Background: an optimization exercise with open tools, aiming at small area and a short achievable clock period. Do not read the settings as production practice. In this exercise RTL edits were held to simulation tests only and were not proved equivalent to the original. No activity file was given, so power comes from the tool's default toggle rates.

### design/flow/config.mk
export PLATFORM = sky130hd
export DESIGN_NAME = branch_target_cache
export DESIGN_NICKNAME = branch_target_cache
export VERILOG_FILES = /design/flow/design.v
export SDC_FILE = /design/flow/constraint.sdc
export NUM_CORES = 4
export LEC_CHECK = 0
export CAP_MARGIN = 20
export CORE_MARGIN = 2
export CORE_UTILIZATION = 60
export CTS_BUF_LIST = sky130_fd_sc_hd__clkbuf_16
export CTS_CLUSTER_DIAMETER = 80
export CTS_CLUSTER_SIZE = 25
export PLACE_DENSITY = 0.8
export SLEW_MARGIN = 20
export SYNTH_HIERARCHICAL = 1
### design/flow/constraint.sdc
create_clock -name core_clock -period 15.0 [get_ports {clk_i}]
set_input_delay 3.0000 -clock core_clock [delete_from_list [all_inputs] [get_ports {clk_i}]]
set_output_delay 3.0000 -clock core_clock [all_outputs]
set_load 0.01 [all_outputs]
### design/flow/design.v
package branch_target_cache_pkg;
    localparam int DEF_ADDR_W    = 64;
    localparam int DEF_NUM_ENTRY = 16;
    typedef logic [DEF_ADDR_W-3:0] red_addr_t;
endpackage
module btc_eq #(
    parameter int W = 62
) (
    input  logic [W-1:0] a,
    input  logic [W-1:0] b,
    output logic         eq
);
    assign eq = (a == b);
endmodule
module btc_lookup #(
    parameter int N = 16,
    parameter int W = 62
) (
    input  logic [N-1:0]   match,      
    input  logic [N*W-1:0] data,       
    input  logic           lookup_ok,  
    input  logic           bp,         
    input  logic           bp_hit,     
    input  logic [W-1:0]   bp_tgt,
    input  logic [W+1:0]   pc_p4,
    input  logic [1:0]     pc_lo,
    output logic           hit,
    output logic [W+1:0]   target
);
    logic [W-1:0] hit_tgt;
    logic         hit_any, p4_sel;
    always_comb begin
        hit_tgt = '0;
        for (int i = 0; i < N; i++)
            hit_tgt = hit_tgt | (match[i] ? data[i*W +: W] : '0);
    end
    assign hit_any = (|match) && lookup_ok;
    assign p4_sel  = !hit_any && !bp;
    assign hit     = hit_any || bp_hit;
    assign target  = {(lookup_ok ? hit_tgt : '0) | (bp ? bp_tgt : '0) |
                      (p4_sel ? pc_p4[W+1:2] : '0),
                      hit ? 2'b00 : pc_lo};
endmodule
module btc_update #(
    parameter int N = 16
) (
    input  logic [N-1:0] eq,         
    input  logic [N-1:0] valid,
    input  logic         redirect,
    input  logic         arst,
    output logic [N-1:0] match,
    output logic         match_any,
    output logic         all_valid,
    output logic         alloc,
    output logic         evict
);
    assign match     = valid & eq;
    assign match_any = |match;
    assign all_valid = &valid;
    assign alloc     = !arst && redirect;
    assign evict     = alloc && !match_any && all_valid;
endmodule
module btc_xor2 (input logic a, input logic b, output logic y);
    assign y = a ^ b;
endmodule
module btc_nor2 (input logic a, input logic b, output logic y);
    assign y = !(a || b);
endmodule
module btc_nand2 (input logic a, input logic b, output logic y);
    assign y = !(a && b);
endmodule
module btc_inv (input logic a, output logic y);
    assign y = !a;
endmodule
module btc_ne_tree #(
    parameter int W = 62
) (
    input  logic [W-1:0] a,
    input  logic [W-1:0] b,
    output logic         ne
);
    localparam int L = $clog2(W);    
    logic [W-1:0] node [L+1];
    for (genvar j = 0; j < W; j++) begin : g_x
        btc_xor2 u_x (.a(a[j]), .b(b[j]), .y(node[0][j]));
    end
    for (genvar lv = 1; lv <= L; lv++) begin : g_lv
        localparam int NI = (W + (1 << (lv - 1)) - 1) >> (lv - 1);   
        localparam int NO = (NI + 1) / 2;                             
        for (genvar j = 0; j < NO; j++) begin : g_n
            if (2 * j + 1 < NI) begin : g_pair
                if (lv % 2 == 1) begin : g_or
                    btc_nor2 u_g (.a(node[lv-1][2*j]), .b(node[lv-1][2*j+1]), .y(node[lv][j]));
                end else begin : g_and
                    btc_nand2 u_g (.a(node[lv-1][2*j]), .b(node[lv-1][2*j+1]), .y(node[lv][j]));
                end
            end else begin : g_odd
                btc_inv u_g (.a(node[lv-1][2*j]), .y(node[lv][j]));
            end
        end
        if (NO < W) begin : g_pad
            assign node[lv][W-1:NO] = '0;
        end
    end
    if (L % 2 == 1) begin : g_root_eq
        btc_inv u_root (.a(node[L][0]), .y(ne));
    end else begin : g_root_ne
        assign ne = node[L][0];
    end
endmodule
module btc_all_tree #(
    parameter int W = 64
) (
    input  logic [W-1:0] x,
    output logic         all
);
    localparam int L = $clog2(W);
    logic [W-1:0] node [L+1];
    assign node[0] = x;
    for (genvar lv = 1; lv <= L; lv++) begin : g_lv
        localparam int NI = (W + (1 << (lv - 1)) - 1) >> (lv - 1);
        localparam int NO = (NI + 1) / 2;
        for (genvar j = 0; j < NO; j++) begin : g_n
            if (2 * j + 1 < NI) begin : g_pair
                if (lv % 2 == 1) begin : g_nand
                    btc_nand2 u_g (.a(node[lv-1][2*j]), .b(node[lv-1][2*j+1]), .y(node[lv][j]));
                end else begin : g_nor
                    btc_nor2 u_g (.a(node[lv-1][2*j]), .b(node[lv-1][2*j+1]), .y(node[lv][j]));
                end
            end else begin : g_odd
                btc_inv u_g (.a(node[lv-1][2*j]), .y(node[lv][j]));
            end
        end
        if (NO < W) begin : g_pad
            assign node[lv][W-1:NO] = '0;
        end
    end
    if (L % 2 == 1) begin : g_root_odd
        btc_inv u_root (.a(node[L][0]), .y(all));
    end else begin : g_root_even
        assign all = node[L][0];
    end
endmodule
module btc_seq_bits #(
    parameter int A = 64
) (
    input  logic [A-1:0] cur,
    input  logic [A-1:0] nxt,
    output logic [A-1:0] ok
);
    assign ok[0] = nxt[0] == cur[0];
    assign ok[1] = nxt[1] == cur[1];
    assign ok[2] = nxt[2] ^ cur[2];
    for (genvar i = 3; i < A; i++) begin : g_bit
        assign ok[i] = (nxt[i] ^ cur[i]) == (cur[i-1] && !nxt[i-1]);
    end
endmodule
module branch_target_cache #(
    parameter int ADDR_W    = branch_target_cache_pkg::DEF_ADDR_W,
    parameter int NUM_ENTRY = branch_target_cache_pkg::DEF_NUM_ENTRY
) (
    input  logic                           clk_i,
    input  logic                           arst_i,
    input  logic                           flush_i,
    input  logic [ADDR_W-1:0]              pc_i,
    input  logic                           upd_valid_i,
    input  logic [ADDR_W-1:0]              upd_current_i,
    input  logic [ADDR_W-1:0]              upd_next_i,
    output logic                           hit_o,
    output logic [ADDR_W-1:0]              target_o,
    output logic                           alloc_o,
    output logic                           evict_o,
    output logic [$clog2(NUM_ENTRY+1)-1:0] count_o
);
    localparam int TW = ADDR_W - 2;
    localparam int N  = NUM_ENTRY;
    localparam int IW = $clog2(NUM_ENTRY);
    localparam int CW = $clog2(NUM_ENTRY + 1);
    logic [TW-1:0] tags    [N];
    logic [TW-1:0] targets [N];
    logic [N-1:0]  valid;
    logic [IW-1:0] victim;
    logic [CW-1:0] count;
    logic [TW-1:0] pc_tag, upd_tag, nxt_tag;
    logic [N-1:0]  pc_eq, upd_eq, upd_match, free_oh, victim_oh, wsel;
    logic          match_any, all_valid, bp_eq, seq_ok, redirect, sequential;
    logic          lookup_ok, bp;
    logic [ADDR_W-1:0] pc_p4;
    logic [N*TW-1:0]   tgt_flat;
    assign pc_tag  = pc_i[ADDR_W-1:2];
    assign upd_tag = upd_current_i[ADDR_W-1:2];
    assign nxt_tag = upd_next_i[ADDR_W-1:2];
    assign pc_p4   = pc_i + ADDR_W'(4);
    logic [ADDR_W-1:0] seq_bits;
    btc_seq_bits #(.A(ADDR_W)) u_seq_bits (.cur(upd_current_i), .nxt(upd_next_i), .ok(seq_bits));
    btc_all_tree #(.W(ADDR_W)) u_seq (.x(seq_bits), .all(seq_ok));
    assign redirect   = upd_valid_i && !seq_ok;
    assign sequential = upd_valid_i && seq_ok;
    for (genvar i = 0; i < N; i++) begin : g_cmp
        logic pc_ne;
        btc_ne_tree #(.W(TW)) u_pc (.a(tags[i]), .b(pc_tag), .ne(pc_ne));
        assign pc_eq[i] = !pc_ne;
        btc_eq #(.W(TW)) u_upd (.a(tags[i]), .b(upd_tag), .eq(upd_eq[i]));
        assign tgt_flat[i*TW +: TW] = targets[i];
    end
    logic bp_ne;
    btc_ne_tree #(.W(TW)) u_bp (.a(upd_tag), .b(pc_tag), .ne(bp_ne));
    assign bp_eq = !bp_ne;
    assign bp        = !arst_i && upd_valid_i && bp_eq;
    assign lookup_ok = !arst_i && !(upd_valid_i && bp_eq);
    btc_lookup #(.N(N), .W(TW)) u_lookup (
        .match     (valid & pc_eq),
        .data      (tgt_flat),
        .lookup_ok (lookup_ok),
        .bp        (bp),
        .bp_hit    (bp && redirect),
        .bp_tgt    (nxt_tag),
        .pc_p4     (pc_p4),
        .pc_lo     (pc_i[1:0]),
        .hit       (hit_o),
        .target    (target_o)
    );
    btc_update #(.N(N)) u_update (
        .eq        (upd_eq),
        .valid     (valid),
        .redirect  (redirect),
        .arst      (arst_i),
        .match     (upd_match),
        .match_any (match_any),
        .all_valid (all_valid),
        .alloc     (alloc_o),
        .evict     (evict_o)
    );
    assign count_o = count;
    always_comb begin
        for (int i = 0; i < N; i++) begin
            free_oh[i]   = !valid[i] && ((valid & ((N'(1) << i) - N'(1))) == ((N'(1) << i) - N'(1)));
            victim_oh[i] = (victim == IW'(i));
        end
    end
    assign wsel = match_any ? upd_match : (all_valid ? victim_oh : free_oh);
    always_ff @(posedge clk_i or posedge arst_i) begin
        if (arst_i) begin
            valid  <= '0;
            count  <= '0;
            victim <= '0;
        end else if (flush_i) begin
            valid  <= '0;
            count  <= '0;
            victim <= '0;
        end else begin
            valid <= (valid & ~(sequential ? upd_match : '0)) | (redirect ? wsel : '0);
            if (redirect && !match_any && !all_valid)
                count <= count + CW'(1);
            else if (sequential && match_any)
                count <= count - CW'(1);
            if (redirect && !match_any && all_valid)
                victim <= victim + IW'(1);
        end
    end
    always_ff @(posedge clk_i) begin
        for (int i = 0; i < N; i++) begin
            if (redirect && wsel[i]) begin
                tags[i]    <= upd_tag;
                targets[i] <= nxt_tag;
            end
        end
    end
endmodule
### design/flow/flow/run.sh
#!/bin/bash
set -euo pipefail
PB="BUFFER_PORTS_ARGS=-buffer_cell sky130_fd_sc_hd__buf_4"
bash standard.sh SETUP_SLACK_MARGIN=6 "$PB" cts > make_cts.log 2>&1
bash standard.sh SETUP_SLACK_MARGIN=4 "$PB" finish > make_finish.log 2>&1
### design/flow/standard.sh
#!/bin/bash
# synth_recipe.tcl (not shown) runs the flow's synth.tcl, then flattens the netlist and writes it again
# the make line also repeats each setting of config.mk as NAME=value (left out here)
make -C /OpenROAD-flow-scripts/flow DESIGN_CONFIG=/design/flow/config.mk WORK_HOME=/design/flow/orfs CLKGATE_MAP_FILE= SYNTH_SCRIPT=/design/flow/synth_recipe.tcl "${@:-finish}"
==> results.toml, run 1 <==
[status]
outcome = "no timing/DRC/antenna violations"

[floorplanning]
chipWidth_microns = 404
die_h_microns = 404
rows = 146
die-area_sq_mm = 0.163
ios = 268
core_area_sq_mm = 0.159
start_util_pct = 60.5

[synthesis]
synth_edf_count = 1984
synth_ff_type = "edfxtp_1"
yosysWarnings = 18
postSynthAreaPerCell_sq_um = 13.8
syn_inst = 6962
synth_area_sq_mm = 0.0959
yosys.cell_types.count = 65
synth_nets = 7229
ys_seq_area_share_pct = 62.8
async_flop_share_pct = 1.24
ys_ff_latch = 2009

[setup_path]
critPathMaxFanout = 34
rr_worst_depth = 14
cp-end-kind = "primary output"
max_stage_delay_ns = 0.58
cp_common_cell = "nor4_2"
r2r_start = "tags[0][55]$_DFFE_PP_"
crit_required_ns = 12.00
crit-reg2reg-capture = "targets[10][60]$_DFFE_PP_"
crit_chain = "buf_8 > xor2_1 > nor4_2 > nand4_1 > nor4_2 > and2_1 > or4_1 > or4_4 > nor2_4 > buf_4"
arrival_ns = 6.28
ff2ff_setup_slack_ns = 8.17
start_kind = "input pin"
cp_slowest_cell = "or4_4"
worstSetupPathType = "in -> out"

[sta]
final_max_slew_viol_count = 0
fmax_mhz = 108
rsz0062_at_grt = "false"
setup_viol = 0
final_hold_viol_count = 0
setup_tns_ns = 0
period_minus_slack_ns = 9.28
skew_ns = 0.0791
period_share_pct = 61.9
whs_ns = 0.568
relSlewSlack_pct = 22.9
layout_setup_ws_ns = 5.72
worst_pin_slew_ns = 1.15

[final_layout]
utilization_pct = 67.0
final_cell_mix = "xor2_1 (2112), edfxtp_1 (1984), nor2_1 (745), nand2_1 (426), buf_4 (258)"
area_growth_pct = 10.8
final_area_sq_mm = 0.106
drive_gt1_share_pct = 10.8
fin_nets = 7603
final_common_cell = "xor2_1"

[power_and_ir_drop]
p_leak_nw = 36.7
vdd_ir_drop_max_uv = 135
power_density_mw_per_mm2 = 98.6

[detailed_routing]
vias = 63600
viasPerCell = 6.72
wirelength_microns = 334000
drt_iter0_markers = 9159
drtPass1Iterations = 8
drtAntennaViolNets = 0
drc_errors = 0
wl_per_cell_microns = 35.3

[placed_design]
gp_congestion = 1.09
dp_hpwl_microns = 225000
placed_area_sq_mm = 0.101
portBuffers = 267
dp_slack_ns = 4.52

[run]
maxCapViolations = 0

[global_routing]
grt_overflow = 0
grt_start_max_net_pins = 117
grt_pass1_vias = 62000
grt_pass1_wl_microns = 461000
antenna_found_initial = 10
track_usage_pct = 40.4

[hold_path]
hold_depth = 2
min_path_type = "reg -> reg"
whs_endpoint = "count[4]$_DFFE_PP0P_"
hp-start = "count[4]$_DFFE_PP0P_"

[clock_tree]
cts_tree = "done"
clock_path_buffers = 3
htreeDepth = 3
path_clk_slew_ns = 0.09
cts_hold_buf = 0
cts.sink_count = 2009
ctsRootBufferMaster = "clkbuf_16"
cts_buffers = 103
clkLatencyLatePin_ns = 0.81
[repair_timing]
item,CTS,global route
setup endpoints to repair,67,0
setup buffers,36,0
gates resized for setup,325,0
[registers in the layout, indices dropped and copies added (netlist names)]
register	count
victim	4
targets	992
valid	16
count	5
tags	992
[modules after synthesis (local to each module, per instance), a selection]
| module | cell area [sq um] | cells | flops+latches |
|---|---|---|---|
| btc_xor2 | 8.76 | 1 | 0 |
| branch_target_cache | 62900 | 2423 | 2009 |
| btc_inv | 3.75 | 1 | 0 |
| btc_nor2 | 3.75 | 1 | 0 |
| btc_nand2 | 3.75 | 1 | 0 |
[where the power goes]
group          total, mW  internal (mW)  switching (mW)  leakage, nW
combinational      0.944          0.283           0.661         16.8
clock               3.30           1.39            1.91         1.63
sequential          6.23           6.21          0.0273         18.3
[per-stage QoR]
| step | total power, mW | cells |
|---|---|---|
| 2_1_floorplan | 6.72 | 6962 |
| 3_3_place_gp | 7.22 | 9254 |
| 3_5_place_dp | 7.24 | 9254 |
| 4_1_cts | 10.4 | 9463 |
| 5_1_grt | 10.7 | 9464 |
| 6_report | 10.5 | 9472 |
[cells by family (layout without fill, tap and decap cells)]
family          Yosys count  after routing  synth area share, %
compound gates          627            627                 5.96
xor+xnor               2176           2176                 19.9
fa+ha+maj                71             71                0.935
buf+inv                 245            665                 1.07
flops                  2009           2009                 62.8
simple gates           1769           1778                 8.65
other cells               0              9                    0
mux                      65             65                0.679
[how the worst max path moves through the flow]
stage / slack [ns] / cells past startpoint / from / end
5_1_grt: 5.69 / 15 / pc_i[51] / target_o[26]
3_3_place_gp: 4.59 / 16 / pc_i[30] / target_o[2]
2_1_floorplan: 4.57 / 11 / upd_current_i[39] / valid[3]$_DFF_PP0_
4_1_cts: 6.00 / 11 / upd_current_i[35] / evict_o
6_report: 5.72 / 10 / upd_current_i[57] / evict_o
3_5_place_dp: 4.52 / 16 / pc_i[30] / target_o[63]
[cell usage after synthesis, types with 6 or more instances]
library cell / n / area, sq um
a21oi_1: 21 / 105
a221oi_1: 256 / 2240
a22o_1: 248 / 2170
and2_1: 22 / 138
and3_1: 13 / 81.3
buf_1: 11 / 41.3
buf_2: 12 / 60.1
buf_6: 11 / 124
clkbuf_1: 114 / 428
dfrtp_1: 25 / 626
edfxtp_1: 1984 / 59600
ha_1: 70 / 876
inv_1: 94 / 353
mux2i_1: 65 / 651
nand2_1: 431 / 1620
nand2b_1: 6 / 37.5
nand3_1: 30 / 150
nand4_1: 149 / 932
nor2_1: 772 / 2900
nor2b_1: 19 / 119
nor3_1: 14 / 70.1
nor4_1: 252 / 1580
nor4_2: 20 / 250
o21ai_0: 15 / 75.1
o21ba_2: 6 / 60.1
o2bb2ai_2: 60 / 901
xnor2_1: 40 / 350
xor2_1: 2135 / 18700
[layout make-up]
| type | instances | area [sq um] |
|---|---|---|
| Multi-Input combinational cell | 4717 | 35600 |
| Clock inverter | 57 | 704 |
| Tap cell | 2072 | 2590 |
| Sequential cell | 2009 | 60200 |
| Antenna cell | 9 | 22.5 |
| Inverter | 94 | 357 |
| Clock buffer | 103 | 2580 |
| Timing Repair Buffer | 411 | 4200 |
| Fill cell | 11000 | 52300 |
[worst max-delay path, delay by kind of cell]
kind	cells	cell delay, ns
xor gates and xnor gates	1	0.57
buffers and inverters	2	0.44
and+or+nand+nor	7	2.23
[routing by layer]
metal / global-route usage, % / vias to the layer above / wire length, microns
li1: - / 26100 / -
met1: 50.4 / 31600 / 114000
met2: 62.5 / 4809 / 151000
met3: 7.45 / 1081 / 36600
met4: 31.8 / 0 / 32200
met5: 0 / - / 0
==> inputs of run 2 (changes only) <==
--- a/design/flow/design.v
+++ b/design/flow/design.v
@@ -47,17 +47,24 @@
     input  logic [N-1:0] eq,         
     input  logic [N-1:0] valid,
-    input  logic         redirect,
-    input  logic         arst,
     output logic [N-1:0] match,
     output logic         match_any,
-    output logic         all_valid,
-    output logic         alloc,
-    output logic         evict
+    output logic         all_valid
 );
     assign match     = valid & eq;
     assign match_any = |match;
     assign all_valid = &valid;
-    assign alloc     = !arst && redirect;
-    assign evict     = alloc && !match_any && all_valid;
+endmodule
+module btc_evict #(
+    parameter int N = 16
+) (
+    input  logic [N-1:0] eq,         
+    input  logic [N-1:0] valid,
+    input  logic         redirect,
+    input  logic         arst,
+    output logic         alloc,
+    output logic         evict
+);
+    assign alloc = !arst && redirect;
+    assign evict = alloc && !(|(valid & eq)) && (&valid);
 endmodule
 module btc_xor2 (input logic a, input logic b, output logic y);
@@ -224,9 +231,13 @@
         .eq        (upd_eq),
         .valid     (valid),
+        .match     (upd_match),
+        .match_any (match_any),
+        .all_valid (all_valid)
+    );
+    btc_evict #(.N(N)) u_evict (
+        .eq        (upd_eq),
+        .valid     (valid),
         .redirect  (redirect),
         .arst      (arst_i),
-        .match     (upd_match),
-        .match_any (match_any),
-        .all_valid (all_valid),
         .alloc     (alloc_o),
         .evict     (evict_o)
==> run 2 against run 1 <==
  * Still clean on timing, DRC and antenna
  * Register-to-register slack worse by 0.23 ns
  * Critical path depth down 1
  * First-iteration DRC count down 7.9%
  * Largest power group unchanged
==> results.toml, run 2 <==
[synthesis]
syn_inst = 6977
synth_area_leader_cell = "edfxtp_1"
synth_nets = 7244
async_flop_share_pct = 1.24
yosys-top-cells-area = "edfxtp_1 (62%), xor2_1 (19%), nor2_1 (3.0%)"
synth.top_cell.area_share_pct = 62.1
synthMostInstantiatedCell = "xor2_1"
ys_ff_latch = 2009
synth_area_sq_mm = 0.0960
ys_seq_area_share_pct = 62.7
postSynthAreaPerCell_sq_um = 13.8
synth_commonest_cells = "xor2_1 (2135), edfxtp_1 (1984), nor2_1 (772)"
yosysWarnings = 18
synth_ff_type = "edfxtp_1"
yosys.cell_types.count = 64
synth_edf_count = 1984

[power_and_ir_drop]
vdd_ir_drop_max_uv = 122
p_int_mw = 7.99
power.switching_mw = 2.70
combinationalPowerShare_pct = 8.9
swShare_pct = 25.3
p_leak_nw = 36.9
power.share.clock_pct = 32.8
power_density_mw_per_mm2 = 100
seqPwrFrac_pct = 58.3

[global_routing]
grt_pass1_vias = 61400
track_usage_pct = 41.8
grt_overflow = 0
antenna_found_initial = 7
grt_pass1_wl_microns = 473000
grt_start_max_net_pins = 116

[setup_path]
crit_required_ns = 12.00
cp-end-kind = "primary output"
critPathMaxFanout = 34
ff2ff_setup_slack_ns = 7.94
worstSetupPathType = "in -> out"
crit_chain = "buf_4 > xor2_1 > nor4_2 > nand4_1 > nor4_4 > a22oi_1 > nand4_1 > nor4_4 > buf_4"
arrival_ns = 6.54
max_stage_delay_ns = 0.80
cp_num_buf_inv = 2
crit-reg2reg-capture = "tags[8][43]$_DFFE_PP_"
r2r_start = "tags[4][55]$_DFFE_PP_"
rr_worst_depth = 12
cp_slowest_cell = "nand4_1"
crit_family = "simple AND/OR/NAND/NOR gates"
start_kind = "input pin"

[final_layout]
final_area_sq_mm = 0.107
seqCellArea_sq_mm = 0.0602
multiInputGateArea_sq_mm = 0.0357
fill_cells = 11200
final_common_cell = "xor2_1"
final_cell_mix = "xor2_1 (2122), edfxtp_1 (1984), nor2_1 (725), nand2_1 (421), buf_4 (266)"
area_growth_pct = 11.1
drive_gt1_share_pct = 11.1
fin_nets = 7617
largestRegisters = "tags (992), targets (992), valid (16)"

[status]
outcome = "no timing/DRC/antenna violations"

[detailed_routing]
top_layer = "met5"
drc_errors = 0
drtPass1Iterations = 6
drt_iter0_markers = 8434
vias = 63400
viasPerCell = 6.68
wl_per_cell_microns = 36.4
wl_met3_microns = 36000
wirelength_microns = 346000
m1WireLength_microns = 118000
wl_met2_microns = 161000
drtAntennaViolNets = 0

[floorplanning]
die_h_microns = 404
chipWidth_microns = 404
rows = 146
die-area_sq_mm = 0.163
start_util_pct = 60.5
ios = 268
core_area_sq_mm = 0.159

[sta]
final_hold_viol_count = 0
final_max_slew_viol_count = 0
relSlewSlack_pct = 19.9
period_minus_slack_ns = 9.54
skew_ns = 0.0566
setup_tns_ns = 0
fmax_mhz = 105
worst_pin_slew_ns = 1.20
whs_ns = 0.580
period_share_pct = 63.6
setup_viol = 0
rsz0062_at_grt = "false"

[clock_tree]
path_clk_slew_ns = 0.09
clock_path_buffers = 3
cts.sink_count = 2009
ctsRootBufferMaster = "clkbuf_16"
cts_tree = "done"
cts_buffers = 111
htreeDepth = 3
clkLatencyLatePin_ns = 0.81

[hold_path]
hp-start = "count[4]$_DFFE_PP0P_"
hold_depth = 2
whs_endpoint = "count[4]$_DFFE_PP0P_"
min_path_type = "reg -> reg"

[placed_design]
dp_hpwl_microns = 235000
portBuffers = 267
gp_congestion = 1.01
placed_area_sq_mm = 0.101

[run]
maxCapViolations = 0
-- run 2: cell count changes in the layout (fill, tap and decap cells not counted), sizes merged, moves of 2 or more --
cell      before  now
a22oi          2    8
buf          407  401
bufinv         5    3
clkbuf       103  113
clkinv        20   25
clkinvlp       2    5
diode          9    3
inv          124  126
nand4        151  156
nor2         774  772
-- run 2: logic make-up (layout without fill, tap and decap cells) --
logic type / after synthesis / in the layout / share of synthesized area (%)
simple gates: 1777 / 1783 / 8.71
mux: 65 / 65 / 0.678
flops: 2009 / 2009 / 62.7
xor+xnor: 2176 / 2176 / 19.9
other cells: 0 / 3 / 0
fa+ha+maj: 71 / 71 / 0.933
buf+inv: 245 / 677 / 1.07
compound gates: 634 / 634 / 6.01
-- run 2: per-module statistics from Yosys, one instance, submodules excluded, excerpt --
module / cells inside / area [sq um] / flip-flops and latches
branch_target_cache: 2423 / 62900 / 2009
btc_inv: 1 / 3.75 / 0
btc_nand2: 1 / 3.75 / 0
btc_nor2: 1 / 3.75 / 0
btc_xor2: 1 / 8.76 / 0
-- run 2: through the flow --
step	utilization, %	power [mW]	cells	worst slack (ns)
3_5_place_dp	63.7	7.26	9268	4.59
6_report	67.3	10.7	9490	5.46
5_1_grt	67.2	10.9	9487	5.51
3_3_place_gp	63.7	7.24	9267	4.60
2_1_floorplan	-	6.72	6977	4.55
4_1_cts	67.2	10.7	9487	6.00
-- run 2: power by group through the flow --
stage | Sequential (mW) | Combinational, mW | Clock (mW)
detailed placement | 6.36 | 0.896 | 0
global placement | 6.36 | 0.884 | 0
floorplan | 6.36 | 0.364 | 0
CTS | 6.23 | 0.926 | 3.51
global route | 6.24 | 0.985 | 3.68
finish | 6.23 | 0.950 | 3.51
-- run 2: how the worst max path moves through the flow --
stage                         end  depth (start not counted)  slack (ns)               from
3_3_place_gp         target_o[60]                         15        4.60            pc_i[9]
4_1_cts              target_o[63]                          9        6.00           pc_i[25]
6_report                  evict_o                          9        5.46  upd_current_i[57]
5_1_grt                   evict_o                          9        5.51  upd_current_i[57]
2_1_floorplan  valid[3]$_DFF_PP0_                         11        4.55  upd_current_i[39]
3_5_place_dp         target_o[49]                         15        4.59   upd_current_i[2]
-- run 2: timing repair --
action | CTS | global route
hold buffers | 0 | 0
setup endpoints to repair | 67 | 0
buffers inserted | 31 | 0
gates resized for setup | 328 | 0
-- run 2: layer usage --
metal  GRT usage [%]  up-vias
met5               0        -
met4            29.3        2
met3            7.92      904
met2            66.6     4527
met1            51.7    31800
li1                -    26200
-- run 2: worst reg2reg max path, stage by stage, from the launching register on --
cell,delay (ns)
edfxtp_1,0.43
xor2_1,0.62
nor4_2,0.21
nand4_1,0.62
nor4_4,0.18
and2_1,0.29
or4_1,0.54
or4_1,0.93
inv_1,0.63
o21ai_0,0.28
a21oi_4,0.17
buf_4,0.74
buf_4,0.99
-- run 2: area by class of cell --
cell class | count | share of cell area (%)
sequential | 2009 | 56.5
multi-input combinational | 4729 | 33.5
timing repair buffer | 405 | 3.82
clock buffer | 113 | 2.65
tap | 2072 | 2.43
clock inverter | 65 | 0.806
inverter | 94 | 0.334
antenna | 3 | 0.00704
==> inputs of run 3 (changes only) <==
--- a/design/flow/design.v
+++ b/design/flow/design.v
@@ -208,5 +208,7 @@
         btc_ne_tree #(.W(TW)) u_pc (.a(tags[i]), .b(pc_tag), .ne(pc_ne));
         assign pc_eq[i] = !pc_ne;
-        btc_eq #(.W(TW)) u_upd (.a(tags[i]), .b(upd_tag), .eq(upd_eq[i]));
+        logic upd_ne;
+        btc_ne_tree #(.W(TW)) u_upd (.a(tags[i]), .b(upd_tag), .ne(upd_ne));
+        assign upd_eq[i] = !upd_ne;
         assign tgt_flat[i*TW +: TW] = targets[i];
     end
==> design/flow/flow/run.sh (replaced) <==
#!/bin/bash
set -euo pipefail
PB="BUFFER_PORTS_ARGS=-buffer_cell sky130_fd_sc_hd__buf_4"
bash standard.sh SETUP_SLACK_MARGIN=6.5 "$PB" cts > make_cts.log 2>&1
bash standard.sh SETUP_SLACK_MARGIN=4 "$PB" finish > make_finish.log 2>&1
==> run 3 against run 2 <==
  * Final cell count grew 8.7%
  * Sequential share of layout area shrank 2.7 points
  * Critical path type unchanged
  * Highest routed layer unchanged
  * Still clean
  * Fmax grew 7.0%
  * Clock power shrank 7.4%
==> results.toml, run 3 <==
[global_routing]
antenna_found_initial = 18
track_usage_pct = 36.9
grt_pass1_vias = 64400
grt_start_max_net_pins = 126
grt_overflow = 0
grt_pass1_wl_microns = 445000

[synthesis]
yosysWarnings = 18
yosys.cell_types.count = 61
synth_ff_type = "edfxtp_1"
async_flop_share_pct = 1.24
synth.top_cell.area_share_pct = 61.1
syn_inst = 7663
synthMostInstantiatedCell = "xor2_1"
synth_commonest_cells = "xor2_1 (2148), edfxtp_1 (1984), nor2_1 (1423)"
ys_ff_latch = 2009
yosys-top-cells-area = "edfxtp_1 (61%), xor2_1 (19%), nor2_1 (5.5%)"
synth_edf_count = 1984
synth_nets = 7930
synth_area_leader_cell = "edfxtp_1"
ys_seq_area_share_pct = 61.7
synth_area_sq_mm = 0.0975
postSynthAreaPerCell_sq_um = 12.7

[setup_path]
ff2ff_setup_slack_ns = 8.54
rr_worst_depth = 16
cp-end-kind = "primary output"
crit_required_ns = 12.00
start_kind = "input pin"
worstSetupPathType = "in -> out"
critPathMaxFanout = 16
r2r_start = "tags[3][57]$_DFFE_PP_"
arrival_ns = 5.92
crit-reg2reg-capture = "targets[1][16]$_DFFE_PP_"

[clock_tree]
ctsRootBufferMaster = "clkbuf_16"
cts.sink_count = 2009
clkLatencyLatePin_ns = 0.79
path_clk_slew_ns = 0.09
cts_tree = "done"
htreeDepth = 3
clock_path_buffers = 3
cts_buffers = 102

[detailed_routing]
drtPass1Iterations = 6
wirelength_microns = 313000
wl_per_cell_microns = 30.3
drt_iter0_markers = 9783
drtAntennaViolNets = 0
vias = 66300
drc_errors = 0
viasPerCell = 6.43

[final_layout]
drive_gt1_share_pct = 11.8
final_area_sq_mm = 0.112
final_common_cell = "xor2_1"
largestRegisters = "tags (992), targets (992), valid (16)"
area_growth_pct = 14.8
final_cell_mix = "xor2_1 (2133), edfxtp_1 (1984), nor2_1 (1334), nand2_1 (721), a22o_1 (248)"
fin_nets = 8350

[run]
maxCapViolations = 0

[sta]
relSlewSlack_pct = 20.7
period_minus_slack_ns = 8.92
fmax_mhz = 112
period_share_pct = 59.5
worst_pin_slew_ns = 1.19
whs_ns = 0.574
final_hold_viol_count = 0
final_max_slew_viol_count = 0
rsz0062_at_grt = "false"
setup_viol = 0
setup_tns_ns = 0
skew_ns = 0.0821

[power_and_ir_drop]
combinationalPowerShare_pct = 9.0
p_int_mw = 7.91
power_density_mw_per_mm2 = 93.0
power.share.clock_pct = 31.2
seqPwrFrac_pct = 59.9
swShare_pct = 24.0
power.switching_mw = 2.50
p_leak_nw = 39.6
vdd_ir_drop_max_uv = 130

[placed_design]
placed_area_sq_mm = 0.102
dp_hpwl_microns = 172000
gp_congestion = 0.946
portBuffers = 267

[floorplanning]
ios = 268
die-area_sq_mm = 0.166
die_h_microns = 407
rows = 147
core_area_sq_mm = 0.161
start_util_pct = 60.6
chipWidth_microns = 407

[hold_path]
min_path_type = "reg -> reg"
hold_depth = 2
whs_endpoint = "count[4]$_DFFE_PP0P_"
hp-start = "count[4]$_DFFE_PP0P_"

[status]
outcome = "no timing/DRC/antenna violations"
run 3: logic make-up (layout without fill, tap and decap cells):
logic type	count (synthesis)	count (layout)	share of synthesized area (%)
muxes	65	65	0.667
AOI/OAI and AO/OA	632	633	5.92
buffers and inverters	282	752	1.17
and+or+nand+nor	2428	2433	10.0
DFF	2009	2009	61.7
other	0	19	0
xor gates and xnor gates	2176	2176	19.6
adders and majority gates	71	71	0.919
run 3: cell type report:
class / instances / area [sq um]
Sequential cell: 2009 / 60200
Fill cell: 10300 / 49000
Multi-Input combinational cell: 5378 / 38300
Timing Repair Buffer: 459 / 7040
Tap cell: 2160 / 2700
Clock buffer: 103 / 2580
Clock inverter: 57 / 634
Inverter: 133 / 502
Antenna cell: 19 / 47.5
run 3: repair_timing:
| item | 4_1_cts | 5_1_grt |
|---|---|---|
| resized for setup | 835 | 0 |
| setup endpoints to repair | 162 | 0 |
| hold buffers | 0 | 0 |
| buffers inserted | 73 | 0 |
run 3: metrics by stage:
| step | power, mW | std cells | utilization (%) | setup WS (ns) |
|---|---|---|---|---|
| detailed placement | 7.18 | 10000 | 63.6 | 3.96 |
| finish | 10.4 | 10300 | 69.6 | 6.08 |
| global route | 10.6 | 10300 | 69.6 | 6.05 |
| global placement | 7.15 | 10000 | 63.6 | 4.06 |
| CTS | 10.4 | 10300 | 69.5 | 6.37 |
| floorplan | 6.75 | 7663 | - | 6.64 |
run 3: worst max path at each step:
stage / start / endpoint / slack [ns] / depth (start not counted)
finish: pc_i[7] / target_o[31] / 6.08 / 16
CTS: pc_i[3] / target_o[31] / 6.37 / 15
detailed placement: pc_i[5] / target_o[63] / 3.96 / 15
global route: pc_i[61] / target_o[63] / 6.05 / 16
global placement: pc_i[9] / target_o[63] / 4.06 / 15
floorplan: upd_current_i[23] / tags[4][0]$_DFFE_PP_ / 6.64 / 14
run 3: per-module statistics from Yosys (local to each module, per instance), a selection:
module | flops+latches | cells inside | area [sq um] | times used
branch_target_cache | 2009 | 2453 | 62900 | 1
btc_inv | 0 | 1 | 3.75 | 33
btc_nand2 | 0 | 1 | 3.75 | 702
btc_nor2 | 0 | 1 | 3.75 | 1374
btc_xor2 | 0 | 1 | 8.76 | 2046
run 3: worst max-delay path, cell delays in order:
cell	delay (ns)
bufbuf_16	0.27
xor2_1	0.16
nor2_1	0.06
nand2_1	0.07
nor2_2	0.06
nand2_2	0.14
nor2_4	0.08
nand2_2	0.10
nor2b_4	0.05
buf_12	0.15
buf_16	0.17
a22o_1	0.25
a221oi_1	0.33
nand4_1	0.50
o2bb2ai_2	0.32
buf_4	0.17
run 3: layer usage:
metal | part of all wire (%) | track usage (%) | vias to the layer above
met3 | 13 | 9.03 | 1128
met2 | 45 | 56.9 | 5077
met5 | 0.016 | 0 | -
met1 | 35 | 47.1 | 32400
li1 | - | - | 27700
met4 | 7.4 | 23.1 | 8
run 3: power by group through the flow:
stage / clock network (mW) / logic, mW / registers [mW]
finish: 3.25 / 0.934 / 6.23
global route: 3.41 / 0.993 / 6.23
CTS: 3.22 / 0.916 / 6.23
detailed placement: 0 / 0.826 / 6.36
global placement: 0 / 0.795 / 6.35
floorplan: 0 / 0.391 / 6.36
==> inputs of run 4 (changes only) <==
--- a/design/flow/design.v
+++ b/design/flow/design.v
@@ -54,4 +54,28 @@
     assign match_any = |match;
     assign all_valid = &valid;
+endmodule
+module btc_wsel #(
+    parameter int N  = 16,
+    parameter int IW = 4
+) (
+    input  logic [N-1:0]  match,      
+    input  logic          match_any,
+    input  logic [N-1:0]  valid,
+    input  logic          all_valid,
+    input  logic [IW-1:0] victim,
+    input  logic          redirect,
+    output logic [N-1:0]  wsel,
+    output logic [N-1:0]  we
+);
+    logic [N-1:0] free_oh, victim_oh, new_oh;
+    always_comb begin
+        for (int i = 0; i < N; i++) begin
+            free_oh[i]   = !valid[i] && ((valid & ((N'(1) << i) - N'(1))) == ((N'(1) << i) - N'(1)));
+            victim_oh[i] = (victim == IW'(i));
+        end
+    end
+    assign new_oh = all_valid ? victim_oh : free_oh;
+    assign wsel   = match | (match_any ? '0 : new_oh);
+    assign we     = redirect ? wsel : '0;
 endmodule
 module btc_evict #(
@@ -190,5 +214,5 @@
     logic [CW-1:0] count;
     logic [TW-1:0] pc_tag, upd_tag, nxt_tag;
-    logic [N-1:0]  pc_eq, upd_eq, upd_match, free_oh, victim_oh, wsel;
+    logic [N-1:0]  pc_eq, upd_eq, upd_match, wsel;
     logic          match_any, all_valid, bp_eq, seq_ok, redirect, sequential;
     logic          lookup_ok, bp;
@@ -246,11 +270,15 @@
     );
     assign count_o = count;
-    always_comb begin
-        for (int i = 0; i < N; i++) begin
-            free_oh[i]   = !valid[i] && ((valid & ((N'(1) << i) - N'(1))) == ((N'(1) << i) - N'(1)));
-            victim_oh[i] = (victim == IW'(i));
-        end
-    end
-    assign wsel = match_any ? upd_match : (all_valid ? victim_oh : free_oh);
+    logic [N-1:0] we;
+    btc_wsel #(.N(N), .IW(IW)) u_wsel (
+        .match     (upd_match),
+        .match_any (match_any),
+        .valid     (valid),
+        .all_valid (all_valid),
+        .victim    (victim),
+        .redirect  (redirect),
+        .wsel      (wsel),
+        .we        (we)
+    );
     always_ff @(posedge clk_i or posedge arst_i) begin
         if (arst_i) begin
@@ -274,5 +302,5 @@
     always_ff @(posedge clk_i) begin
         for (int i = 0; i < N; i++) begin
-            if (redirect && wsel[i]) begin
+            if (we[i]) begin
                 tags[i]    <= upd_tag;
                 targets[i] <= nxt_tag;
==> run 4 against run 3 <==
  * The layout now fails its checks (max-slew violations)
  * Combinational power is 0.7% lower
  * Core utilization is 0.69 points lower
  * Fmax increased by 1.1%
  * Critical path depth rose by 1
  * Global-route usage shrank 0.98 points
  * Synthesized area is 0.12% higher
  * Non-clock buffer count rose by 4
  * Flip-flop and latch count is the same
  * Final cell count rose by 0.32%
  * Wire length fell by 2.9%
  * Synthesized cell count is 0.18% higher
  * Clock skew fell by 0.029 ns
  * Critical endpoint is now target_o[60]
==> results.toml, run 4 <==
[final_layout]
final_cell_mix = "xor2_1 (2126), edfxtp_1 (1984), nor2_1 (1369), nand2_1 (709), a22o_1 (248)"
final_common_cell = "xor2_1"
utilization_pct = 68.9
area_growth_pct = 14.4
fill_cells = 10700
multiInputGateArea_sq_mm = 0.0380
fin_nets = 8363
largestRegisters = "tags (992), targets (992), valid (16)"
seqCellArea_sq_mm = 0.0602
drive_gt1_share_pct = 11.8

[clock_tree]
cts_tree = "done"
ctsRootBufferMaster = "clkbuf_16"
clock_path_buffers = 3
cts.sink_count = 2009
clkLatencyLatePin_ns = 0.79
cts_hold_buf = 0
htreeDepth = 3
cts_buffers = 107
path_clk_slew_ns = 0.09

[global_routing]
grt_pass1_wl_microns = 436000
track_usage_pct = 35.9
grt_start_max_net_pins = 125
antenna_found_initial = 17
grt_overflow = 0
grt_pass1_vias = 64400

[power_and_ir_drop]
vdd_ir_drop_max_uv = 109
p_int_mw = 8.01
seqPwrFrac_pct = 59.4
power.switching_mw = 2.53
power.share.clock_pct = 31.8
power_density_mw_per_mm2 = 94.3
p_leak_nw = 39.6
total_power_mw = 10.5
combinationalPowerShare_pct = 8.8
swShare_pct = 24.0

[sta]
layout_setup_ws_ns = 6.18
period_minus_slack_ns = 8.82
final_max_slew_viol_count = 21
period_share_pct = 58.8
rsz0062_at_grt = "false"
setup_viol = 0
setup_tns_ns = 0
worst_pin_slew_ns = 1.54
final_hold_viol_count = 0
skew_ns = 0.0527
relSlewSlack_pct = -2.50
whs_ns = 0.583
fmax_mhz = 113

[placed_design]
portBuffers = 267
dp_hpwl_microns = 170000
gp_congestion = 0.952
dp_slack_ns = 4.50

[setup_path]
cp_slowest_cell = "and3b_4"
critPathMaxFanout = 20
worstSetupPathType = "in -> out"
ff2ff_setup_slack_ns = 8.65
cp-end-kind = "primary output"
start_kind = "input pin"
r2r_start = "tags[15][31]$_DFFE_PP_"
crit_required_ns = 12.00
rr_worst_depth = 16
crit_chain = "buf_12 > xor2_1 > nor2_1 > nand2_1 > nor2_1 > nand2_1 > nor2_1 > nand2_1 > nor2b_4 > buf_12 > nor4_2 > nand4_1 > and3b_4 > buf_4 > buf_16 > o2bb2ai_2 > buf_4"
arrival_ns = 5.82
crit-reg2reg-capture = "targets[6][53]$_DFFE_PP_"
max_stage_delay_ns = 0.33

[hold_path]
whs_endpoint = "count[4]$_DFFE_PP0P_"
hold_depth = 2
min_path_type = "reg -> reg"
hp-start = "count[4]$_DFFE_PP0P_"

[synthesis]
synth_edf_count = 1984
synth_area_leader_cell = "edfxtp_1"
synthMostInstantiatedCell = "xor2_1"
synth.top_cell.area_share_pct = 61.0
syn_inst = 7677
yosys-top-cells-area = "edfxtp_1 (61%), xor2_1 (19%), nor2_1 (5.5%)"
yosys.cell_types.count = 62
synth_area_sq_mm = 0.0976
yosysWarnings = 19
synth_commonest_cells = "xor2_1 (2130), edfxtp_1 (1984), nor2_1 (1435)"
synth_nets = 7941
postSynthAreaPerCell_sq_um = 12.7
ys_seq_area_share_pct = 61.7
ys_ff_latch = 2009
synth_ff_type = "edfxtp_1"
async_flop_share_pct = 1.24

[detailed_routing]
wl_per_cell_microns = 29.3
drtPass1Iterations = 6
drtAntennaViolNets = 0
viasPerCell = 6.32
drt_iter0_markers = 8531
drc_errors = 0
vias = 65400
wirelength_microns = 303000

[status]
violations = "max-slew violations"
outcome = "complete, but fails checks"

[floorplanning]
ios = 268
rows = 148
chipWidth_microns = 407
die_h_microns = 407
core_area_sq_mm = 0.162
start_util_pct = 60.2
die-area_sq_mm = 0.166

[run]
maxCapViolations = 0
==> run 4: worst max-delay path by stage <==
stage / startpoint / end / depth (start not counted) / slack (ns)
after floorplan: upd_current_i[39] / tags[12][0]$_DFFE_PP_ / 15 / 6.36
after global placement: pc_i[63] / target_o[63] / 15 / 4.68
after detailed placement: pc_i[58] / target_o[63] / 15 / 4.50
after CTS: pc_i[33] / target_o[63] / 17 / 6.46
after global routing: pc_i[29] / target_o[63] / 17 / 6.10
final: pc_i[25] / target_o[60] / 17 / 6.18
==> run 4: per-stage QoR <==
| step | cells | cell area [sq um] |
|---|---|---|
| finish | 10400 | 112000 |
| global route | 10300 | 112000 |
| CTS | 10300 | 112000 |
| detailed placement | 10100 | 103000 |
| global placement | 10000 | 103000 |
| floorplan | 7677 | 97900 |
==> run 4: layer usage <==
layer  up-vias  wire length, microns  global-route usage (%)
li1      27800                     -                       -
met3       969                 34500                    7.62
met4        10                 22500                    22.1
met1     32200                107000                    46.0
met2      4400                139000                    56.3
met5         -                    73                       0
==> run 4: kinds of logic (layout without fill, tap and decap cells) <==
| kind of cell | Yosys count | after routing | share of synthesized area (%) |
|---|---|---|---|
| and+or+nand+nor | 2432 | 2436 | 10.2 |
| muxes | 65 | 65 | 0.666 |
| DFF | 2009 | 2009 | 61.7 |
| adders and majority gates | 68 | 68 | 0.879 |
| buffers and inverters | 280 | 764 | 1.17 |
| other | 0 | 11 | 0 |
| xor gates and xnor gates | 2176 | 2176 | 19.5 |
| AOI/OAI and AO/OA | 647 | 647 | 5.93 |
==> run 4: Yosys stat by module (local to each module, per instance), excerpt <==
module	cell area, sq um	cells inside	flops+latches
btc_nor2	3.75	1	0
btc_nand2	3.75	1	0
btc_inv	3.75	1	0
branch_target_cache	62400	2365	2009
btc_xor2	8.76	1	0
==> run 4: layout make-up <==
cell class                 count  share of cell area [%]
antenna                       11                  0.0246
clock buffer                 108                    2.42
clock inverter                67                   0.674
inverter                     126                   0.423
multi-input combinational   5392                    34.0
sequential                  2009                    53.9
tap                         2175                    2.44
timing repair buffer         463                    6.13
==> run 4: repair_timing <==
action / 4_1_cts / 5_1_grt
setup endpoints to repair: 111 / 0
resized for setup: 782 / 0
setup buffers: 67 / 0
==> run 4: worst max-delay path: cells and delay by family <==
kind,cells,cell delay (ns)
AOI/OAI and AO/OA,1,0.08
buffers and inverters,5,0.83
xor gates and xnor gates,1,0.18
and+or+nand+nor,10,1.64
==> run 4: power by group through the flow <==
stage / registers (mW) / logic, mW / clock network, mW
global placement: 6.38 / 0.802 / 0
floorplan: 6.38 / 0.409 / 0
detailed placement: 6.38 / 0.832 / 0
finish: 6.26 / 0.927 / 3.35
CTS: 6.25 / 0.910 / 3.36
global route: 6.26 / 0.991 / 3.53
==> inputs of run 5 (changes only) <==
==> design/flow/flow/run.sh (replaced) <==
#!/bin/bash
set -euo pipefail
PB="BUFFER_PORTS_ARGS=-buffer_cell sky130_fd_sc_hd__buf_4"
bash standard.sh SETUP_SLACK_MARGIN=6.25 "$PB" cts > make_cts.log 2>&1
bash standard.sh SETUP_SLACK_MARGIN=4 "$PB" finish > make_finish.log 2>&1
==> run 5 against run 4 <==
  * Clock power about the same
  * Synthesized area unchanged
  * Die area unchanged
  * Final cell count down 0.68%
  * Via count down 2.8%
  * Wire length down 5.9%
  * Core utilization down 1.9 points
  * Now clean on timing, DRC and antenna
  * Critical path type unchanged
  * Total power down 0.26%
==> results.toml, run 5 <==
[synthesis]
async_flop_share_pct = 1.24
yosys-top-cells-area = "edfxtp_1 (61%), xor2_1 (19%), nor2_1 (5.5%)"
synth_area_leader_cell = "edfxtp_1"
ys_ff_latch = 2009
synth_nets = 7941
syn_inst = 7677
synth_area_sq_mm = 0.0976
synth_ff_type = "edfxtp_1"
synth.top_cell.area_share_pct = 61.0
yosysWarnings = 19
synth_edf_count = 1984
yosys.cell_types.count = 62
ys_seq_area_share_pct = 61.7
postSynthAreaPerCell_sq_um = 12.7
synth_commonest_cells = "xor2_1 (2130), edfxtp_1 (1984), nor2_1 (1435)"
synthMostInstantiatedCell = "xor2_1"

[floorplanning]
start_util_pct = 60.2
rows = 148
die_h_microns = 407
ios = 268
chipWidth_microns = 407
die-area_sq_mm = 0.166
core_area_sq_mm = 0.162

[setup_path]
cp-end-kind = "primary output"
arrival_ns = 5.96
rr_worst_depth = 16
ff2ff_setup_slack_ns = 8.95
critPathMaxFanout = 31
crit_required_ns = 12.00
worstSetupPathType = "in -> out"
start_kind = "input pin"

[sta]
final_max_slew_viol_count = 0
relSlewSlack_pct = 24.1
period_share_pct = 59.7
final_hold_viol_count = 0
setup_viol = 0
period_minus_slack_ns = 8.96
skew_ns = 0.0527
fmax_mhz = 112
rsz0062_at_grt = "false"
setup_tns_ns = 0
worst_pin_slew_ns = 1.14

[detailed_routing]
drtAntennaViolNets = 0
wl_per_cell_microns = 27.8
viasPerCell = 6.18
vias = 63600
drc_errors = 0
drt_iter0_markers = 7813
drtPass1Iterations = 8
wirelength_microns = 285000

[clock_tree]
path_clk_slew_ns = 0.09
cts.sink_count = 2009
cts_buffers = 108
clock_path_buffers = 3
cts_hold_buf = 0
cts_tree = "done"
htreeDepth = 3
ctsRootBufferMaster = "clkbuf_16"
clkLatencyLatePin_ns = 0.79

[global_routing]
grt_start_max_net_pins = 109
grt_pass1_wl_microns = 413000
track_usage_pct = 33.7
antenna_found_initial = 9
grt_pass1_vias = 63000
grt_overflow = 0

[power_and_ir_drop]
p_leak_nw = 38.2
power_density_mw_per_mm2 = 96.7
total_power_mw = 10.5
vdd_ir_drop_max_uv = 111

[final_layout]
fin_nets = 8296
final_common_cell = "xor2_1"
drive_gt1_share_pct = 9.51
area_growth_pct = 11.3
largestRegisters = "tags (992), targets (992), valid (16)"
final_cell_mix = "xor2_1 (2129), edfxtp_1 (1984), nor2_1 (1401), nand2_1 (732), a22o_1 (248)"

[run]
maxCapViolations = 0

[placed_design]
portBuffers = 267
gp_congestion = 0.923
dp_hpwl_microns = 169000

[status]
outcome = "no timing/DRC/antenna violations"

[hold_path]
hold_depth = 2
min_path_type = "reg -> reg"
-- run 5: report_power, final --
group,internal [mW],switching [mW]
registers,6.22,0.0361
clock network,1.44,1.93
logic,0.307,0.573
total,7.97,2.54
-- run 5: kinds of logic after synthesis --
logic type | after synthesis | share of synthesized area [%]
xor gates and xnor gates | 2176 | 19.5
muxes | 65 | 0.666
buffers and inverters | 280 | 1.17
and+or+nand+nor | 2432 | 10.2
adders and majority gates | 68 | 0.879
AOI/OAI and AO/OA | 647 | 5.93
DFF | 2009 | 61.7
-- run 5: Yosys stat by module, one instance, submodules excluded, a selection --
| module | cells | times used |
|---|---|---|
| btc_nor2 | 1 | 1374 |
| btc_xor2 | 1 | 2046 |
| btc_nand2 | 1 | 702 |
| branch_target_cache | 2365 | 1 |
| btc_inv | 1 | 33 |
-- run 5: final timing paths --
check / from / endpoint
hold reg to reg: count[3]$_DFFE_PP0P_ / count[3]$_DFFE_PP0P_
max in group asynchronous: arst_i / count[1]$_DFFE_PP0P_
setup / recovery: pc_i[31] / target_o[30]
setup reg to reg: tags[4][30]$_DFFE_PP_ / tags[14][26]$_DFFE_PP_
min in group asynchronous: arst_i / victim[0]$_DFFE_PP0P_
hold / removal: count[3]$_DFFE_PP0P_ / count[3]$_DFFE_PP0P_
-- run 5: final cells by class --
| class | instances | area (sq um) |
|---|---|---|
| antenna | 7 | 17.5 |
| clock buffer | 110 | 2750 |
| clock inverter | 67 | 773 |
| fill | 11200 | 53600 |
| inverter | 126 | 477 |
| multi-input combinational | 5394 | 37200 |
| sequential | 2009 | 60200 |
| tap | 2175 | 2720 |
| timing repair buffer | 393 | 4540 |
-- run 5: timing repair --
action                                 CTS  global route
endpoints found under the hold margin    0             0
setup buffers                           37             0
resized for setup                      422             0
setup endpoints to repair               67             0
-- run 5: critical path, cell delays in order --
cell       delay (ns)
buf_8            0.23
xor2_1           0.20
nor2_1           0.06
nand2_1          0.09
nor2_1           0.08
nand2_1          0.29
nor2_1           0.09
nand2_1          0.12
nor2b_4          0.05
buf_12           0.14
bufbuf_16        0.32
a22o_1           0.23
a221oi_1         0.42
nand4_1          0.24
o2bb2ai_2        0.17
buf_4            0.14
-- run 5: per-layer routing --
metal | track usage (%) | vias up | share of wire, %
li1 | - | 27600 | -
met1 | 43.8 | 31400 | 37
met2 | 53.9 | 3786 | 47
met3 | 5.37 | 791 | 9.8
met4 | 20.3 | 4 | 7.1
met5 | 0 | - | 0.0081
-- run 5: per-stage QoR --
step / hold WS (ns) / cell area, sq um / std cells / util (%) / setup slack (ns)
floorplan: 0.503 / 97800 / 7677 / - / 6.28
global placement: 0.560 / 103000 / 10000 / 63.3 / 4.44
detailed placement: 0.581 / 103000 / 10000 / 63.3 / 4.36
CTS: 0.604 / 109000 / 10300 / 66.9 / 6.25
global route: 0.649 / 109000 / 10300 / 67.0 / 6.04
finish: 0.598 / 109000 / 10300 / 67.0 / 6.04
==> inputs of run 6 (changes only) <==
--- a/design/flow/config.mk
+++ b/design/flow/config.mk
@@ -8,5 +8,5 @@
 export CAP_MARGIN = 20
 export CORE_MARGIN = 2
-export CORE_UTILIZATION = 60
+export CORE_UTILIZATION = 65
 export CTS_BUF_LIST = sky130_fd_sc_hd__clkbuf_16
 export CTS_CLUSTER_DIAMETER = 80
==> run 6 against run 5 <==
  * Synthesized cell count did not move
  * Final area rose by 1.0%
  * Fmax fell by 1.3%
  * Still clean
==> results.toml, run 6 <==
[synthesis]
yosys.area_share.simple_pct = 10.2
synth_compound_area_share_pct = 5.93
synth_area_sq_mm = 0.0976
yosys.cell_types.count = 62
synth_nets = 7941
synth.top_cell.area_share_pct = 61.0
syn_inst = 7677
ys_ff_latch = 2009
synthXorXnorAreaFrac_pct = 19.5
yosysWarnings = 19
ys_seq_area_share_pct = 61.7
muxShareOfSynthArea_pct = 0.666
synth_area_leader_cell = "edfxtp_1"
synth_fa_ha_area_share_pct = 0.879
yosys-top-cells-area = "edfxtp_1 (61%), xor2_1 (19%), nor2_1 (5.5%)"
async_flop_share_pct = 1.24
synth_top_family_by_area = "XOR/XNOR gates"
synthMostInstantiatedCell = "xor2_1"
postSynthAreaPerCell_sq_um = 12.7
synth_commonest_cells = "xor2_1 (2130), edfxtp_1 (1984), nor2_1 (1435)"
synth_edf_count = 1984
synth_ff_type = "edfxtp_1"

[detailed_routing]
drtPass1Iterations = 8
drt_iter0_markers = 8955
drtAntennaViolNets = 0
vias = 65200
drc_errors = 0
viasPerCell = 6.42
wl_per_cell_microns = 30.3
wirelength_microns = 307000

[final_layout]
largestRegisters = "tags (992), targets (992), valid (16)"
fin_cells = 10200
drive_gt1_share_pct = 10.3
utilization_pct = 73.5
final_area_sq_mm = 0.110
final_cell_mix = "xor2_1 (2124), edfxtp_1 (1984), nor2_1 (1385), nand2_1 (708), a22o_1 (248)"
fill_cells = 9344
area_growth_pct = 12.4
final_common_cell = "xor2_1"
fin_nets = 8345

[hold_path]
min_path_type = "reg -> reg"
hp-start = "count[4]$_DFFE_PP0P_"
hold_depth = 2
whs_endpoint = "count[4]$_DFFE_PP0P_"

[sta]
whs_ns = 0.565
relSlewSlack_pct = 14.5
fmax_mhz = 110
final_hold_viol_count = 0
setup_viol = 0
setup_tns_ns = 0
rsz0062_at_grt = "false"
skew_ns = 0.0494
final_max_slew_viol_count = 0
period_minus_slack_ns = 9.08
worst_pin_slew_ns = 1.28
layout_setup_ws_ns = 5.92
period_share_pct = 60.5

[placed_design]
placed_area_sq_mm = 0.102
dp_slack_ns = 4.27
dp_hpwl_microns = 175000
gp_congestion = 0.947
portBuffers = 267
post-place-cells = 9880

[global_routing]
antenna_found_initial = 13
grt_start_max_net_pins = 125
grt_overflow = 0
track_usage_pct = 39.7
grt_pass1_vias = 63300
grt_pass1_wl_microns = 435000

[clock_tree]
path_clk_slew_ns = 0.09
ctsRootBufferMaster = "clkbuf_16"
cts_tree = "done"
clock_path_buffers = 3
cts.sink_count = 2009
htreeDepth = 3
cts_buffers = 101
clkLatencyLatePin_ns = 0.80

[power_and_ir_drop]
p_leak_nw = 38.9
swShare_pct = 23.9
seqPwrFrac_pct = 60.7
vdd_ir_drop_max_uv = 114
power.switching_mw = 2.47
power_density_mw_per_mm2 = 94.0
p_int_mw = 7.85
total_power_mw = 10.3
power.share.clock_pct = 30.5
combinationalPowerShare_pct = 8.8

[setup_path]
start_kind = "input pin"
worstSetupPathType = "in -> out"
arrival_ns = 6.08
crit_required_ns = 12.00
ff2ff_setup_slack_ns = 8.50
crit-reg2reg-capture = "targets[1][54]$_DFFE_PP_"
critPathMaxFanout = 14
r2r_start = "tags[12][20]$_DFFE_PP_"
cp-end-kind = "primary output"
rr_worst_depth = 16

[floorplanning]
die-area_sq_mm = 0.153
rows = 142
core_area_sq_mm = 0.149
ios = 268
die_h_microns = 392
start_util_pct = 65.3
chipWidth_microns = 392

[status]
outcome = "no timing/DRC/antenna violations"

[run]
maxCapViolations = 0
==> run 6: cell count changes in the layout (fill, tap and decap cells not counted), sizes merged, moves of 4 or more <==
cell,delta
clkinvlp,-5
bufbuf,+29
buf,+26
clkinv,-11
inv,-4
diode,+5
clkbuf,-8
==> run 6: Yosys stat by module (local to each module, per instance), a selection <==
module / flip-flops and latches / copies in the design / area [sq um] / cells inside
btc_nand2: 0 / 702 / 3.75 / 1
btc_inv: 0 / 33 / 3.75 / 1
branch_target_cache: 2009 / 1 / 62400 / 2365
btc_xor2: 0 / 2046 / 8.76 / 1
btc_nor2: 0 / 1374 / 3.75 / 1
==> run 6: layer usage <==
layer | global-route usage, % | share of wire [%] | wire, microns | vias up
met5 | 0 | 0.0094 | 29 | -
met2 | 59.9 | 44 | 136000 | 4597
met4 | 26.0 | 7.9 | 24200 | 6
met3 | 8.99 | 12 | 38200 | 933
li1 | - | - | - | 27700
met1 | 52.1 | 35 | 108000 | 31900
==> run 6: worst max-delay path: stages <==
cell and delay [ns]:
bufbuf_16 0.27, xor2_1 0.17, nor2_1 0.21, nand2_1 0.16, nor2_1 0.24, nand2_1 0.25
nor2_1 0.17, nand2_1 0.09, nor2b_4 0.22, buf_4 0.20, bufbuf_16 0.40, a221oi_1 0.15
nand4_1 0.23, o2bb2ai_2 0.14, buf_4 0.14
==> run 6: kinds of logic after synthesis <==
| family | after synthesis |
|---|---|
| flip-flops | 2009 |
| AO/OA/AOI/OAI | 647 |
| buffers and inverters | 280 |
| XOR/XNOR | 2176 |
| adder cells (fa/ha/maj) | 68 |
| AND/OR/NAND/NOR | 2432 |
| multiplexers | 65 |
==> run 6: how the worst max path moves through the flow <==
stage / start / end / slack [ns]
finish: pc_i[25] / target_o[19] / 5.92
detailed placement: pc_i[58] / target_o[2] / 4.27
CTS: pc_i[49] / target_o[7] / 6.21
floorplan: upd_current_i[23] / tags[12][0]$_DFFE_PP_ / 6.28
global placement: pc_i[59] / target_o[2] / 4.31
global route: pc_i[22] / target_o[7] / 5.93
==> run 6: cell type report <==
type                       instances  area (sq um)  share of cell area (%)
inverter                         126           473                   0.431
antenna                           12          30.0                  0.0274
clock buffer                     102          2550                    2.33
timing repair buffer             448          6210                    5.65
sequential                      2009         60200                    54.8
tap                             2016          2520                    2.30
multi-input combinational       5395         37300                    34.0
clock inverter                    46           474                   0.432
==> run 6: power groups by stage <==
stage                     sequential [mW]  combinational (mW)  clock [mW]
after floorplan                      6.38               0.409           0
after CTS                            6.26               0.894        3.14
after global routing                 6.26               0.976        3.32
final                                6.26               0.912        3.15
after detailed placement             6.38               0.832           0
after global placement               6.38               0.805           0
==> run 6: timing repair <==
item | CTS | global route
setup buffers | 66 | 0
setup endpoints to repair | 67 | 0
hold buffers | 0 | 0
resized for setup | 544 | 0
==> inputs of run 7 (changes only) <==
==> design/flow/flow/run.sh (replaced) <==
#!/bin/bash
set -euo pipefail
PB="BUFFER_PORTS_ARGS=-buffer_cell sky130_fd_sc_hd__buf_4"
bash standard.sh SETUP_SLACK_MARGIN=6.4 "$PB" cts > make_cts.log 2>&1
bash standard.sh SETUP_SLACK_MARGIN=4 "$PB" finish > make_finish.log 2>&1
--- a/design/flow/config.mk
+++ b/design/flow/config.mk
@@ -8,9 +8,9 @@
 export CAP_MARGIN = 20
 export CORE_MARGIN = 2
-export CORE_UTILIZATION = 65
+export CORE_UTILIZATION = 60
 export CTS_BUF_LIST = sky130_fd_sc_hd__clkbuf_16
 export CTS_CLUSTER_DIAMETER = 80
 export CTS_CLUSTER_SIZE = 25
 export PLACE_DENSITY = 0.8
-export SLEW_MARGIN = 20
+export SLEW_MARGIN = 30
 export SYNTH_HIERARCHICAL = 1
==> run 7 against run 6 <==
  * Sequential power hardly changed
  * Combinational power is 0.5% higher
  * Sequential share of layout area is 0.54 points lower
  * Flip-flop and latch count stayed put
  * Setup slack better by 0.25 ns
  * Final cell count is 1.9% higher
  * Clock power is 3% higher
  * Wire length is 2.5% lower
  * Final area is 0.99% higher
  * Core utilization is 5.1 points lower
  * Register-to-register slack better by 0.19 ns
==> results.toml, run 7 <==
[status]
outcome = "no timing/DRC/antenna violations"

[floorplanning]
rows = 148
die_h_microns = 407
start_util_pct = 60.2
core_area_sq_mm = 0.162
die-area_sq_mm = 0.166
chipWidth_microns = 407
ios = 268

[setup_path]
critPathMaxFanout = 34
max_stage_delay_ns = 0.43
start_kind = "input pin"
cp-end-kind = "primary output"
crit-reg2reg-capture = "targets[10][20]$_DFFE_PP_"
ff2ff_setup_slack_ns = 8.69
crit_required_ns = 12.00
crit_chain = "buf_6 > xor2_1 > nor2_1 > nand2_1 > nor2_1 > nand2_1 > nor2_1 > nand2_1 > inv_2 > and3_4 > buf_12 > buf_16 > mux2i_4 > o2bb2ai_2 > buf_4"
r2r_start = "tags[9][30]$_DFFE_PP_"
worstSetupStartpoint = "upd_current_i[2]"
arrival_ns = 5.83
rr_worst_depth = 17
worstSetupPathType = "in -> out"
cp_slowest_cell = "mux2i_4"

[sta]
period_minus_slack_ns = 8.83
final_max_slew_viol_count = 0
final_hold_viol_count = 0
rsz0062_at_grt = "false"
relSlewSlack_pct = 31.3
skew_ns = 0.0489
period_share_pct = 58.9
worst_pin_slew_ns = 1.03
setup_viol = 0
fmax_mhz = 113
setup_tns_ns = 0

[detailed_routing]
vias = 65200
drt_iter0_markers = 8139
drtAntennaViolNets = 0
wirelength_microns = 299000
drtPass1Iterations = 8
viasPerCell = 6.31
drc_errors = 0
wl_per_cell_microns = 28.9

[synthesis]
ys_ff_latch = 2009
synth_edf_count = 1984
synth_area_leader_cell = "edfxtp_1"
postSynthAreaPerCell_sq_um = 12.7
synth_nets = 7941
synth_area_sq_mm = 0.0976
yosys.cell_types.count = 62
yosysWarnings = 19
ys_seq_area_share_pct = 61.7
async_flop_share_pct = 1.24
syn_inst = 7677
synth_commonest_cells = "xor2_1 (2130), edfxtp_1 (1984), nor2_1 (1435)"
synth_ff_type = "edfxtp_1"
synthMostInstantiatedCell = "xor2_1"
yosys-top-cells-area = "edfxtp_1 (61%), xor2_1 (19%), nor2_1 (5.5%)"
synth.top_cell.area_share_pct = 61.0

[final_layout]
seqCellArea_sq_mm = 0.0602
largestRegisters = "tags (992), targets (992), valid (16)"
final_common_cell = "xor2_1"
final_area_sq_mm = 0.111
area_growth_pct = 13.5
fill_cells = 10800
drive_gt1_share_pct = 10.8
multiInputGateArea_sq_mm = 0.0375
fin_nets = 8372
final_cell_mix = "xor2_1 (2127), edfxtp_1 (1984), nor2_1 (1389), nand2_1 (716), a22o_1 (248)"
fin_cells = 10300

[global_routing]
track_usage_pct = 35.4
antenna_found_initial = 9
grt_pass1_wl_microns = 430000
grt_start_max_net_pins = 101
grt_overflow = 0
grt_pass1_vias = 63900

[power_and_ir_drop]
power_density_mw_per_mm2 = 94.0
p_leak_nw = 39.3
vdd_ir_drop_max_uv = 120

[placed_design]
post-place-cells = 10100
placed_area_sq_mm = 0.103
dp_hpwl_microns = 171000
portBuffers = 267
gp_congestion = 0.947

[hold_path]
min_path_type = "reg -> reg"
hold_depth = 2
whs_endpoint = "count[4]$_DFFE_PP0P_"
hp-start = "count[4]$_DFFE_PP0P_"

[clock_tree]
cts_tree = "done"
clkLatencyLatePin_ns = 0.78
path_clk_slew_ns = 0.09
cts_hold_buf = 0
htreeDepth = 3
cts_buffers = 102
cts.sink_count = 2009
ctsRootBufferMaster = "clkbuf_16"
clock_path_buffers = 3

[run]
maxCapViolations = 0
-- run 7: report_power, final --
group | internal [mW] | switching, mW
logic | 0.333 | 0.584
clock network | 1.39 | 1.85
registers | 6.22 | 0.0355
-- run 7: cell families after synthesis --
family | share of synthesized area [%]
compound gates | 5.93
xor+xnor | 19.5
simple gates | 10.2
flops | 61.7
mux | 0.666
buf+inv | 1.17
fa+ha+maj | 0.879
-- run 7: routing by layer --
layer	vias up	part of all wire (%)	GRT usage, %
li1	27800	-	-
met1	32300	36	46.1
met2	4306	46	55.4
met3	878	11	6.69
met4	4	7.3	21.5
met5	-	0.011	0
-- run 7: through the flow --
step	hold slack [ns]	power (mW)	worst slack, ns	utilization (%)
after floorplan	0.503	6.79	6.36	-
after detailed placement	0.559	7.22	4.31	63.5
after global routing	0.619	10.7	6.12	68.3
after global placement	0.538	7.18	4.14	63.3
after CTS	0.572	10.4	6.38	68.3
final	0.571	10.4	6.17	68.3
-- run 7: timing repair --
| item | in CTS | in global routing |
|---|---|---|
| resized for setup | 623 | 0 |
| buffers inserted | 80 | 0 |
| endpoints found under the setup margin | 67 | 0 |
-- run 7: Yosys stat by module (local to each module, per instance), excerpt --
module | copies in the design | flip-flops and latches
branch_target_cache | 1 | 2009
btc_nand2 | 702 | 0
btc_nor2 | 1374 | 0
btc_inv | 33 | 0
btc_xor2 | 2046 | 0
-- run 7: worst max path at each step --
stage,endpoint,cells after the start
floorplan,tags[12][0]$_DFFE_PP_,15
CTS,target_o[11],17
detailed placement,target_o[63],16
global route,target_o[18],17
finish,target_o[42],15
global placement,target_o[63],16
-- run 7: layout make-up --
type,instances,share of cell area (%)
Sequential cell,2009,54.3
Multi-Input combinational cell,5391,33.8
Timing Repair Buffer,478,6.06
Tap cell,2175,2.45
Clock buffer,104,2.35
Clock inverter,57,0.595
Inverter,126,0.427
Antenna cell,6,0.0135
-- run 7: critical path: cells and delay by family --
kind,cells,cell delay [ns]
AOI/OAI and AO/OA,1,0.10
buffers and inverters,5,0.93
muxes,1,0.43
xor gates and xnor gates,1,0.12
and+or+nand+nor,7,1.24

-- separate check: timing with driven ports --
How much do the figures lean on ideal ports? The routed layouts below were timed once more, with nothing changed but the port constraints. Step 1, drivers: a clkbuf_16 drives clk_i and a buf_2 each remaining input, both assumed. Step 2 also shifts input and output timing later by t, the mid clock arrival at the registers, as if the neighbouring blocks saw the same clock. Slacks: no drivers / after step 1 / after step 2; pairs: no drivers / after step 1.
run | t (ns) | setup WS [ns] | worst register clock-pin slew, ns
run 1 | 0.861 | 5.718 / 5.664 / 5.171 | 0.11 / 0.11
run 2 | 0.879 | 5.457 / 5.423 / 4.813 | 0.10 / 0.10
run 3 | 0.837 | 6.082 / 5.914 / 5.601 | 0.11 / 0.11
run 4 | 0.849 | 6.180 / 6.003 / 5.706 | 0.10 / 0.10
run 5 | 0.857 | 6.040 / 5.976 / 5.976 | 0.11 / 0.11
run 6 | 0.867 | 5.921 / 5.817 / 5.603 | 0.11 / 0.11
run 7 | 0.845 | 6.169 / 5.976 / 5.740 | 0.10 / 0.10
The setup slack of run 2, which loses most, moves by -0.034 ns with the drivers and by -0.644 ns with both steps.
